Source: an optimization exercise on an open RTL-to-GDS flow (aim: small area, a short achievable clock period and few clock cycles per item). Production flows keep margins and buffers that such runs may drop.
In this exercise RTL edits were held to simulation tests only and were not proved equivalent to the original.
No activity file was given, so power comes from the tool's default toggle rates.

// byte_stream_find_replace
module byte_stream_find_replace #(
  parameter int MAX_PATTERN     = 16,
  parameter int MAX_REPLACEMENT = 16
) (
  input  wire logic        clk,
  input  wire logic        rst_n,
  input  wire logic        cfg_we,
  input  wire logic [2:0]  cfg_index,
  input  wire logic [63:0] cfg_wdata,
  input  wire logic        in_tvalid,
  output logic             in_tready,
  input  wire logic [7:0]  in_tdata,
  input  wire logic        in_tlast,
  output logic             out_tvalid,
  input  wire logic        out_tready,
  output logic [7:0]       out_tdata,
  output logic             out_tuser,
  output logic             out_tlast
);
For scale: ~500 flip-flops, ~93 I/O pins, about 22000 um2 of cells after synthesis.
==> flow/config.mk <==
export PLATFORM = sky130hd
export DESIGN_NAME = byte_stream_find_replace
export DESIGN_NICKNAME = byte_stream_find_replace
export VERILOG_FILES = /design/flow/design.v
export SDC_FILE = /design/flow/constraint.sdc
export NUM_CORES = 4
export LEC_CHECK = 0
export CAP_MARGIN = 20
export CORE_MARGIN = 2
export CORE_UTILIZATION = 60
export SETUP_SLACK_MARGIN = 3.5
export SLEW_MARGIN = 20
==> flow/constraint.sdc <==
create_clock -name core_clock -period 6.5 [get_ports {clk}]
set_input_delay 1.3000 -clock core_clock [delete_from_list [all_inputs] [get_ports {clk}]]
set_output_delay 1.3000 -clock core_clock [all_outputs]
set_load 0.01 [all_outputs]
run.sh (not shown) runs the stock make flow with config.mk's settings and CLKGATE_MAP_FILE= SYNTH_SCRIPT=/design/flow/synth_recipe.tcl, a recipe that flattens the netlist after the stock synthesis.
The first run finished clean.
Testbench counts at the start, summed over its fixed seeds: cycles 95,031, items 28,800.
Next try:
- CORE_UTILIZATION: 60 -> 40
- SETUP_SLACK_MARGIN: 3.5 -> not set
=>
- wire length is higher by 0.66%
- fmax is lower by 31%
- hold slack hardly moves
- via count is lower by 2.9%
- clock power is higher by 7.5%
- final cell count is higher by 8.4%
- power is higher by 2.3%
Next try:
- ABC_CLOCK_PERIOD_IN_PS: not set -> 3000
- SETUP_SLACK_MARGIN: not set -> 3.5
=> Total power rose by 1.8%. Worst hold slack barely changes. Die area is unchanged. Final cell count rose by 0.78%. Core utilization rose by 1.2 points. Routed wire length climbs by 2.5%. Flip-flop and latch count does not change. Critical path depth does not change. Maximum frequency goes up by 41%. Synthesized cell count does not change. Setup slack gets better by 1.3 ns.


Another version of the RTL of byte_stream_find_replace (not shown whole).
Size: roughly 2,300 cells after synthesis, ~520 flip-flops, about 93 I/O pins, roughly 0.022 mm^2 of cells after synthesis.
export LEC_CHECK = 0
export CAP_MARGIN = 20
export CORE_MARGIN = 2
export CORE_UTILIZATION = 80
export SETUP_SLACK_MARGIN = 4.0
export SLEW_MARGIN = 20
create_clock -name core_clock -period 6.5 [get_ports {clk}]
standard.sh (not shown) runs the stock make flow with config.mk's settings and CLKGATE_MAP_FILE= SYNTH_SCRIPT=/design/flow/synth_recipe.tcl, a recipe that flattens the netlist after the stock synthesis.
==> flow/flow/run.sh <==
#!/bin/bash
# Standard layout, with two changes: the clock tree uses no dummy loads, and
# ports are buffered with buf_2 cells. The make output goes to make.log here;
# each ORFS step keeps its own log under orfs/logs.
set -euo pipefail
export CTS_ARGS="-sink_clustering_enable -repair_clock_nets -dont_use_dummy_load -sink_clustering_size 24 -sink_clustering_max_diameter 80"
export BUFFER_PORTS_ARGS="-buffer_cell sky130_fd_sc_hd__buf_2"
bash standard.sh finish > make.log 2>&1
Testbench counts at the start, summed over its fixed seeds: cycles 95,180, items 28,800.
Edit:
- CORE_UTILIZATION: 80 -> 70
Result: Count of clock-buffer cells in the layout does not change. Synthesized area stays the same. Clock power stays flat. Power is lower by about 0.65%. Setup slack improved by 0.013 ns. Die area is higher by about 14%. Fmax is higher by about 0.5%.


Starting RTL as in the previous note.
export LEC_CHECK = 0
export CAP_MARGIN = 20
export CORE_MARGIN = 2
export CORE_UTILIZATION = 60
export SETUP_SLACK_MARGIN = 4.0
export SLEW_MARGIN = 20
create_clock -name core_clock -period 6.5 [get_ports {clk}]
==> flow/flow/run.sh <==
#!/bin/bash
# Standard layout, with two changes: the clock tree uses no dummy loads, and
# ports are buffered with buf_2 cells. The make output goes to make.log here;
# each ORFS step keeps its own log under orfs/logs.
set -euo pipefail
export CTS_ARGS="-sink_clustering_enable -repair_clock_nets -dont_use_dummy_load -sink_clustering_size 30 -sink_clustering_max_diameter 100"
export BUFFER_PORTS_ARGS="-buffer_cell sky130_fd_sc_hd__buf_2"
bash standard.sh finish > make.log 2>&1
Testbench counts at the start, summed over its fixed seeds: cycles 95,180, items 28,800.
Then changed:
--- a/flow/flow/run.sh
+++ b/flow/flow/run.sh
@@ -6 +6 @@
-export CTS_ARGS="-sink_clustering_enable -repair_clock_nets -dont_use_dummy_load -sink_clustering_size 30 -sink_clustering_max_diameter 100"
+export CTS_ARGS="-sink_clustering_enable -repair_clock_nets -dont_use_dummy_load -sink_clustering_size 24 -sink_clustering_max_diameter 80"
Settings changed: CORE_UTILIZATION 60 to 70, SETUP_SLACK_MARGIN 4.0 to 4.1.
What happened: Synthesized cell count does not change; non-clock buffer count increases by 10; hold slack hardly moves.
Then changed:
Settings changed: CORE_UTILIZATION 70 to 60.
The new run finished clean.
Synthesized area is unchanged.
Cell area goes up by 0.64%.
Die area goes up by 16%.
Register-to-register slack got worse by 0.03 ns.
Non-clock buffer count goes down by 7.
Combinational power goes down by about 2%.
Worst hold slack got worse by 0.0036 ns.

what the ideal ports hide:
The flow's constraints put no driver on any port. The routed layouts listed below were extracted and timed again, unchanged, in two steps.
Step 1: set_driving_cell puts a clkbuf_16 on clk and a buf_2 on each other input, an assumption about the parent block.
Step 2, shift: input delay + t, output delay - t, t = (earliest + latest rising clock arrival at the registers) / 2. This alone moves slack from input paths to output paths.
Slacks: ideal ports / drivers / drivers and shift; pairs: ideal ports / drivers.
| run | t (ns) | setup WS [ns] | hold slack, ns | latest minus earliest clock arrival (ns) | worst register clock-pin slew, ns |
|---|---|---|---|---|---|
| the first run of note 1 | 0.628 | 3.381 / 3.324 / 2.918 | 0.452 / 0.452 / 0.452 | 0.020 / 0.020 | 0.07 / 0.07 |
| the second run of note 1 | 0.658 | 1.963 / 1.902 / 2.560 | 0.453 / 0.453 / 0.453 | 0.032 / 0.032 | 0.06 / 0.06 |
| the third run of note 1 | 0.656 | 3.272 / 3.215 / 2.901 | 0.454 / 0.454 / 0.454 | 0.030 / 0.030 | 0.07 / 0.07 |
| the first run of note 2 | 0.613 | 4.037 / 4.003 / 3.456 | 0.453 / 0.453 / 0.453 | 0.050 / 0.050 | 0.10 / 0.10 |
| the second run of note 2 | 0.615 | 4.050 / 3.995 / 3.429 | 0.459 / 0.459 / 0.459 | 0.037 / 0.037 | 0.10 / 0.10 |
| the first run of note 3 | 0.613 | 4.037 / 3.993 / 3.445 | 0.462 / 0.462 / 0.462 | 0.055 / 0.055 | 0.12 / 0.12 |
| the second run of note 3 | 0.621 | 4.039 / 3.984 / 3.425 | 0.460 / 0.460 / 0.460 | 0.053 / 0.053 | 0.10 / 0.10 |
| the third run of note 3 | 0.609 | 4.003 / 3.966 / 3.357 | 0.456 / 0.456 / 0.456 | 0.055 / 0.055 | 0.10 / 0.10 |
After both steps setup and hold are still met in every run listed. For the third run of note 3, which loses most, drivers alone change the setup slack by -0.037 ns; drivers and shift together by -0.646 ns.
